From an optimization exercise on the open Yosys and OpenROAD flow, aimed at small area; shortcuts taken in it are not production practice. Only simulation tests tie the RTL to the original design; equivalence was not proved. Power figures rest on the tool's default switching activity, not on a simulated workload.

[flow/run.sh]
#!/bin/bash
# synth_recipe.tcl (not shown) runs the flow's synth.tcl, then flattens the netlist and writes it again
# the make line also repeats each setting of config.mk as NAME=value (left out here)
make -C /OpenROAD-flow-scripts/flow DESIGN_CONFIG=/design/flow/config.mk WORK_HOME=/design/flow/orfs CLKGATE_MAP_FILE= SYNTH_SCRIPT=/design/flow/synth_recipe.tcl finish
[flow/config.mk]
export PLATFORM = sky130hd
export DESIGN_NAME = reg_trace_rules
export DESIGN_NICKNAME = reg_trace_rules
export VERILOG_FILES = /design/flow/design.v
export SDC_FILE = /design/flow/constraint.sdc
export NUM_CORES = 4
export LEC_CHECK = 0
export CAP_MARGIN = 20
export CORE_MARGIN = 2
export CORE_UTILIZATION = 45
export SLEW_MARGIN = 20
export SYNTH_HIERARCHICAL = 1
[flow/constraint.sdc]
create_clock -name core_clock -period 10.0 [get_ports {usb_clk}]
set_input_delay 2.0000 -clock core_clock [delete_from_list [all_inputs] [get_ports {usb_clk}]]
set_output_delay 2.0000 -clock core_clock [all_outputs]
set_load 0.01 [all_outputs]
[flow/design.v]
module reg_trace_rules #(
  parameter int         pMATCH_RULES  = 8,
  parameter int         pBUFFER_SIZE  = 64,
  parameter int         pBYTECNT_SIZE = 7,
  parameter int         pCOUNT_WIDTH  = 16,
  parameter logic [1:0] pSELECT       = 2'b01
) (
  input  logic                                 usb_clk,
  input  logic                                 reset_i,
  input  logic [7:0]                           reg_address,
  input  logic [pBYTECNT_SIZE-1:0]             reg_bytecnt,
  input  logic [7:0]                           write_data,
  input  logic                                 reg_read,
  input  logic                                 reg_write,
  input  logic                                 reg_addrvalid,
  output logic [7:0]                           read_data,
  output logic                                 selected,
  input  logic                                 I_commit_ok,
  input  logic [pMATCH_RULES-1:0]              I_match_hit,
  output logic [pMATCH_RULES*pBUFFER_SIZE-1:0] O_trace_pattern,
  output logic [pMATCH_RULES*pBUFFER_SIZE-1:0] O_trace_mask,
  output logic [pMATCH_RULES-1:0]              O_pattern_enable,
  output logic [pMATCH_RULES-1:0]              O_pattern_trig_enable,
  output logic                                 O_match_hold,
  output logic                                 O_update
);
  localparam int R  = 8;    
  localparam int PB = 8;    
  localparam int CW = 16;   
  logic [5:0] reg_a;
  logic       wr, byte0, bclo, rst;
  assign rst      = reset_i;
  assign reg_a    = reg_address[5:0];
  assign selected = reg_addrvalid & (reg_address[7:6] == pSELECT);
  assign wr       = selected & reg_write;
  assign bclo     = (reg_bytecnt[6:3] == 4'd0);    
  assign byte0    = bclo & (reg_bytecnt[2:0] == 3'd0);
  logic       st_wait, st_copy;    
  logic [2:0] idx_q;
  logic       commit_pending, update_q;
  logic       copy_en, copy_last, clr_pending, go_copy;
  assign go_copy     = st_wait & I_commit_ok;
  assign clr_pending = go_copy;
  assign copy_en     = st_copy & I_commit_ok;
  assign copy_last   = copy_en & (idx_q == 3'd7);
  always_ff @(posedge usb_clk) begin
    if (rst) begin
      st_wait <= 1'b0;
      st_copy <= 1'b0;
    end else begin
      st_wait <= st_wait ? ~I_commit_ok : (~st_copy & commit_pending);
      st_copy <= st_copy ? ~copy_last : go_copy;
    end
  end
  always_ff @(posedge usb_clk) begin
    if (go_copy)      idx_q <= 3'd0;
    else if (copy_en) idx_q <= idx_q + 3'd1;
  end
  logic       wr_ok;      
  logic [3:0] rule_sel;
  assign wr_ok = wr & ~st_copy;
  logic [R-1:0]  rsel;       
  logic [PB-1:0] bsel;       
  always_comb begin
    for (int r = 0; r < R; r++) rsel[r] = (rule_sel == 4'(r));
    for (int b = 0; b < PB; b++) bsel[b] = bclo & (reg_bytecnt[2:0] == 3'(b));
  end
  logic wr_pat, wr_msk;
  assign wr_pat = wr_ok & (reg_a == 6'h01);
  assign wr_msk = wr_ok & (reg_a == 6'h02);
  logic [pBUFFER_SIZE-1:0] sh_pat [R];
  logic [pBUFFER_SIZE-1:0] sh_mask [R];
  logic [pBUFFER_SIZE-1:0] act_pat [R];
  logic [pBUFFER_SIZE-1:0] act_mask [R];
  logic wp_nr, wm_nr;    
  assign wp_nr = wr_pat & ~rst;
  assign wm_nr = wr_msk & ~rst;
  for (genvar r = 0; r < R; r++) begin : g_sh
    for (genvar b = 0; b < PB; b++) begin : g_b
      logic ldp, hdp, wm, sam, sbm;
      assign ldp = wp_nr & rsel[r] & bsel[b];
      assign hdp = ~(rst | ldp);
      assign wm  = wm_nr & rsel[r] & bsel[b];
      assign sam = ~wm;
      assign sbm = rst | wm;
      reg_trace_rules_ao #(8) u_p (.clk(usb_clk), .ld(ldp), .hd(hdp), .d(write_data),
                                   .q(sh_pat[r][b*8 +: 8]));
      reg_trace_rules_oa #(8) u_m (.clk(usb_clk), .sa(sam), .sb(sbm), .d(write_data),
                                   .q(sh_mask[r][b*8 +: 8]));
    end
  end
  logic [R-1:0] sh_en, sh_ten, act_en, act_ten;
  logic         w_en, w_ten;
  assign w_en  = wr_ok & byte0 & (reg_a == 6'h03);
  assign w_ten = wr_ok & byte0 & (reg_a == 6'h04);
  reg_trace_rules_ao #(R) u_sh_en  (.clk(usb_clk), .ld(~rst & w_en),  .hd(~rst & ~w_en),
                                    .d(write_data), .q(sh_en));
  reg_trace_rules_ao #(R) u_sh_ten (.clk(usb_clk), .ld(~rst & w_ten), .hd(~rst & ~w_ten),
                                    .d(write_data), .q(sh_ten));
  for (genvar r = 0; r < R; r++) begin : g_act
    logic ce, ld, hd, sa, sb;
    assign ce = copy_en & (idx_q == 3'(r));
    assign ld = ce & ~rst;      
    assign hd = ~ce & ~rst;     
    assign sa = rst | ~ce;      
    assign sb = rst | ce;
    reg_trace_rules_ao #(pBUFFER_SIZE) u_ap (.clk(usb_clk), .ld(ld), .hd(hd), .d(sh_pat[r]),
                                             .q(act_pat[r]));
    reg_trace_rules_oa #(pBUFFER_SIZE) u_am (.clk(usb_clk), .sa(sa), .sb(sb), .d(sh_mask[r]),
                                             .q(act_mask[r]));
    assign O_trace_pattern[r*pBUFFER_SIZE +: pBUFFER_SIZE] = act_pat[r];
    assign O_trace_mask[r*pBUFFER_SIZE +: pBUFFER_SIZE]    = act_mask[r];
  end
  logic ld_e, hd_e;
  assign ld_e = copy_last & ~rst;
  assign hd_e = ~copy_last & ~rst;
  reg_trace_rules_ao #(R) u_act_en  (.clk(usb_clk), .ld(ld_e), .hd(hd_e), .d(sh_en),  .q(act_en));
  reg_trace_rules_ao #(R) u_act_ten (.clk(usb_clk), .ld(ld_e), .hd(hd_e), .d(sh_ten), .q(act_ten));
  assign O_pattern_enable      = act_en;
  assign O_pattern_trig_enable = act_ten;
  assign O_match_hold          = st_copy;
  assign O_update              = update_q;
  logic sat, write_drop;
  logic [CW-1:0] cnt [R];
  logic [R-1:0]  sat_set;
  always_ff @(posedge usb_clk) begin
    if (rst) begin
      rule_sel       <= '0;
      commit_pending <= 1'b0;
      sat            <= 1'b0;
      write_drop     <= 1'b0;
      update_q       <= 1'b0;
    end else begin
      update_q       <= copy_last;
      commit_pending <= (commit_pending & ~clr_pending) | (wr && reg_a == 6'h05);
      if (wr && reg_a == 6'h00 && byte0) rule_sel <= write_data[3:0];
      if (wr && reg_a == 6'h09) write_drop <= 1'b0;
      else if (wr && st_copy && reg_a >= 6'h01 && reg_a <= 6'h04) write_drop <= 1'b1;
      if (|sat_set) sat <= 1'b1;
      else if (wr && reg_a == 6'h09) sat <= 1'b0;
    end
  end
  logic hclr_wr;
  assign hclr_wr = wr & (reg_a == 6'h08) & byte0;
  for (genvar r = 0; r < R; r++) begin : g_cnt
    logic clr, inc;
    assign clr        = rst | (hclr_wr & write_data[r]);
    assign inc        = I_match_hit[r] & ~(&cnt[r]);
    assign sat_set[r] = ~clr & I_match_hit[r] & (cnt[r] == 16'hFFFE);
    always_ff @(posedge usb_clk) begin
      if (clr)      cnt[r] <= '0;
      else if (inc) cnt[r] <= cnt[r] + 16'd1;
    end
  end
  logic [7:0] rd_q, rd_d;
  logic       rd;
  assign rd = selected & reg_read;
  always_comb begin
    rd_d = '0;
    case (reg_a)
      6'h00: if (byte0) rd_d = {4'b0, rule_sel};
      6'h01: for (int r = 0; r < R; r++) for (int b = 0; b < PB; b++)
               rd_d = rd_d | ({8{rsel[r] & bsel[b]}} & sh_pat[r][b*8 +: 8]);
      6'h02: for (int r = 0; r < R; r++) for (int b = 0; b < PB; b++)
               rd_d = rd_d | ({8{rsel[r] & bsel[b]}} & sh_mask[r][b*8 +: 8]);
      6'h07: for (int r = 0; r < R; r++) for (int b = 0; b < 2; b++)
               rd_d = rd_d | ({8{rsel[r] & bsel[b]}} & cnt[r][b*8 +: 8]);
      6'h03: if (byte0) rd_d = sh_en;
      6'h04: if (byte0) rd_d = sh_ten;
      6'h06: if (byte0) rd_d = {4'b0, write_drop, sat, st_copy, commit_pending};
      6'h0A: if (byte0) rd_d = 8'd8;
      6'h0B: if (byte0) rd_d = 8'h02;
      default: rd_d = '0;
    endcase
  end
  always_ff @(posedge usb_clk) begin
    if (rst)     rd_q <= '0;
    else if (rd) rd_q <= rd_d;
    else         rd_q <= '0;
  end
  assign read_data = rd_q;
endmodule
module reg_trace_rules_ao #(
  parameter int W = 8
) (
  input  logic         clk,
  input  logic         ld,
  input  logic         hd,
  input  logic [W-1:0] d,
  output logic [W-1:0] q
);
  always_ff @(posedge clk) q <= ({W{ld}} & d) | ({W{hd}} & q);
endmodule
module reg_trace_rules_oa #(
  parameter int W = 8
) (
  input  logic         clk,
  input  logic         sa,
  input  logic         sb,
  input  logic [W-1:0] d,
  output logic [W-1:0] q
);
  always_ff @(posedge clk) q <= ({W{sa}} | d) & ({W{sb}} | q);
endmodule
==> notes.md <==
final cells by class:
class / instances / area, µm² / share of cell area [%]
Antenna cell: 59 / 148 / 0.147
Timing Repair Buffer: 1287 / 12400 / 12.3
Multi-Input combinational cell: 4137 / 32100 / 32.0
Clock buffer: 310 / 6400 / 6.38
Inverter: 64 / 249 / 0.248
Sequential cell: 2229 / 44600 / 44.5
Tap cell: 2370 / 2970 / 2.96
Clock inverter: 91 / 1380 / 1.37
kinds of logic (layout without fill, tap and decap cells):
kind of cell	count (synthesis)	in the layout	share of synthesized area, %
compound gates	2757	2757	28.4
xor+xnor	85	85	0.907
fa+ha+maj	22	22	0.335
buf+inv	776	1752	7.15
flops	2229	2229	54.3
mux	37	37	0.468
other cells	0	59	0
simple gates	1236	1236	8.40
state kept, by name, indices dropped and copies added (netlist names), 3 cells and up:
register,cells
cnt,128
g_act.u_am.q,512
g_act.u_ap.q,512
g_sh.g_b.u_m.q,512
g_sh.g_b.u_p.q,512
idx_q,3
rd_q,8
rule_sel,4
u_act_en.q,8
u_act_ten.q,8
u_sh_en.q,8
u_sh_ten.q,8
metrics by stage:
| step | util [%] | hold slack, ps | power [W] | instance area (µm²) | std cells |
|---|---|---|---|---|---|
| after floorplan | - | 454 | 0.00936 | 82100 | 7142 |
| after global placement | 51.0 | 453 | 0.00958 | 92200 | 10100 |
| after detailed placement | 51.0 | 452 | 0.00958 | 92200 | 10100 |
| after CTS | 55.3 | 471 | 0.0183 | 100000 | 10500 |
| after global routing | 55.3 | 475 | 0.0187 | 100000 | 10500 |
| final | 55.4 | 468 | 0.0183 | 100000 | 10500 |
power by group through the flow:
stage	Sequential, W	Combinational (W)	Clock (W)
4_1_cts	0.00890	0.000487	0.00890
5_1_grt	0.00890	0.000515	0.00925
3_3_place_gp	0.00910	0.000482	0
2_1_floorplan	0.00909	0.000270	0
3_5_place_dp	0.00910	0.000486	0
6_report	0.00890	0.000516	0.00891
per-layer routing:
metal	up-vias	GRT usage, %	wire [µm]	share of wire (%)
met5	-	4.01	1030	0.21
met2	6837	72.8	203000	41
met1	38400	57.5	170000	35
met4	52	48.0	57000	12
li1	29700	-	-	-
met3	2174	20.1	61700	13
cells in the final DEF, fill, tap and decap left out, drive strengths merged, types with 9 or more instances in the layout:
cell type	n
a21oi	64
xor2	49
mux2i	26
a22oi	257
and3	34
clkinvlp	14
nor3	155
nor3b	9
xnor2	36
a221oi	46
bufinv	27
buf	210
clkinv	47
a32oi	11
or4	18
nand3	91
a222oi	21
o22a	1025
inv	67
clkdlybuf4s50	1075
nor2	216
mux2	11
o21ai	53
a211oi	15
o22ai	22
or3	39
o31ai	17
ha	22
nand2	267
diode	59
clkbuf	312
a22o	1148
a31oi	16
nand4	285
and4	31
and2	15
nor4	32
dfxtp	2229
final timing paths:
path / endpoint / cells past startpoint / slack, ps / from
max: g_sh[0].g_b[1].u_p.q[5] / 8 / 3830 / reg_address[2]
min: g_act[6].u_ap.q[27] / 1 / 470 / g_act[6].u_ap.q[27]
max reg2reg: rd_q[2] / 11 / 4790 / rule_sel[0]
min reg2reg: g_act[6].u_ap.q[27] / 1 / 470 / g_act[6].u_ap.q[27]
==> flow_metrics.env <==
export IMPL_status="timing/DRC/antenna clean"
export IMPL_setup_violations=0
export IMPL_switchingPower_w=0.00419
export IMPL_synth_edf_count=0
export IMPL_clock_skew_ps=52.2
export IMPL_max_cap_violations=0
export IMPL_cts_root_buffer="clkbuf_16"
export IMPL_die_area_um2=186000
export IMPL_period_needed_ps=6170
export IMPL_clockBufferDepth=3
export IMPL_totalWireLength_um=493000
export IMPL_ys_seq_elements=2229
export IMPL_grt_max_degree=97
export IMPL_num_fill_cells=15800
export IMPL_crit_arrival_ps=6960
export IMPL_cts_tree="built"
export IMPL_start_kind="input pin"
export IMPL_grt_pass1_vias=68700
export IMPL_synthTopCellsByArea="dfxtp_1, a22o_1, o22a_1"
export IMPL_switching_share_pct=22.9
export IMPL_clock_sinks=2229
export IMPL_yosysTopAreaCell="dfxtp_1"
export IMPL_pwr_share_clk_pct=48.6
export IMPL_yosysMostFrequentCell="dfxtp_1"
export IMPL_cts_resized=0
export IMPL_area_delta_synth_final_pct=22.1
export IMPL_ys_warn_count=17
export IMPL_post_cts_buffers=0
export IMPL_fmax_mhz=162
export IMPL_worstMarginPinSlew_ps=1430
export IMPL_setup_tns_ps=0
export IMPL_critPathSlowestCell="nor3_1"
export IMPL_ios=1088
export IMPL_ys_flop_type="dfxtp_1"
export IMPL_dp_hpwl_um=371000
export IMPL_p_int_w=0.0141
export IMPL_synth_commonest_cells="dfxtp_1, a22o_1, o22a_1"
export IMPL_ctsHoldBuffers=0
export IMPL_clk_latency_ps=920
export IMPL_syn_area_per_cell_um2=11.5
export IMPL_layout_nets=8000
export IMPL_period_share_pct=61.7
export IMPL_syn_num_nets=7201
export IMPL_cp_cell_sequence="clkdlybuf4s50_1, nor4_1, and2_1, nand2_4, buf_4, nor3_1, nor2_1, a22o_1"
export IMPL_critPathKind="in -> reg"
export IMPL_cp_required_ps=10790
export IMPL_grt_pass1_wl_um=644000
export IMPL_async_flop_share_pct=0
export IMPL_p_per_area_nw_per_um2=183
export IMPL_p_leak_nw=35.4
export IMPL_worst_slack_ps=3830
export IMPL_syn_area_um2=82100
export IMPL_cts_clk_slew_worst_paths_ps=60
export IMPL_p_seq_share_pct=48.6
export IMPL_cp_end_kind="register"
export IMPL_dr_total_vias=77200
export IMPL_grt_overflow_total=0
export IMPL_synth_top_area_share_pct=54.3
export IMPL_yosysUniqueCellTypes=86
export IMPL_slew_violations=0
export IMPL_drcViolationCount=0
export IMPL_synthCells=7142
export IMPL_rows=156
export IMPL_routedWlPerCell_um=46.8
export IMPL_die_w_um=431
export IMPL_initial_utilization_pct=45.4
export IMPL_grt_setup_unrepaired="no"
export IMPL_p_comb_share_pct=2.8
export IMPL_maxSlewHeadroom_pct=4.59
export IMPL_crit_family="simple AND/OR/NAND/NOR gates"
export IMPL_critPathMaxStageDelay_ps=930
export IMPL_drtPass1Iterations=12
export IMPL_crit_buf_inv=2
export IMPL_layout_drive_gt1_share_pct=9.40
export IMPL_port_buffers=1087
export IMPL_die_h_um=431
export IMPL_core_area_um2=181000
export IMPL_gp_congestion=1.20
export IMPL_htree_levels=4
export IMPL_grtUsageTotal_pct=51.0
export IMPL_antenna_found_initial=81
export IMPL_cts_buffers_inserted=222
export IMPL_antenna_left=0
export IMPL_ir_drop_uv=139
export IMPL_drt_iter0_markers=12600
export IMPL_cp_max_fo=33
export IMPL_hold_viol_final=0
export IMPL_hp_class="reg -> reg"
export IMPL_post_place_ws_ps=3050
export IMPL_yosysSeqAreaShare_pct=54.3
export IMPL_routed_via_density=7.32

## separate check: timing with driven ports
The results above use ideal ports. As a check the final layout listed here was re-extracted and re-timed, cells and wires unchanged. Step 1: set_driving_cell puts a clkbuf_16 on usb_clk and a buf_2 on each other input, an assumption about the parent block. Step 2, shift: input delay + t, output delay - t, t = (earliest + latest rising clock arrival at the registers) / 2. This alone moves slack from input paths to output paths. Three values: ideal, step 1, step 2; two values: the first two.
shift t [ns]: 1.000
setup WS [ns]: 3.832 / 3.895 / 2.894
worst hold slack (ns): 0.468 / 0.468 / 0.468
cell pins on the clock port's net: 1
After both steps setup and hold are still met in this run. For this run, drivers alone change the setup slack by +0.063 ns; drivers and shift together by -0.938 ns.
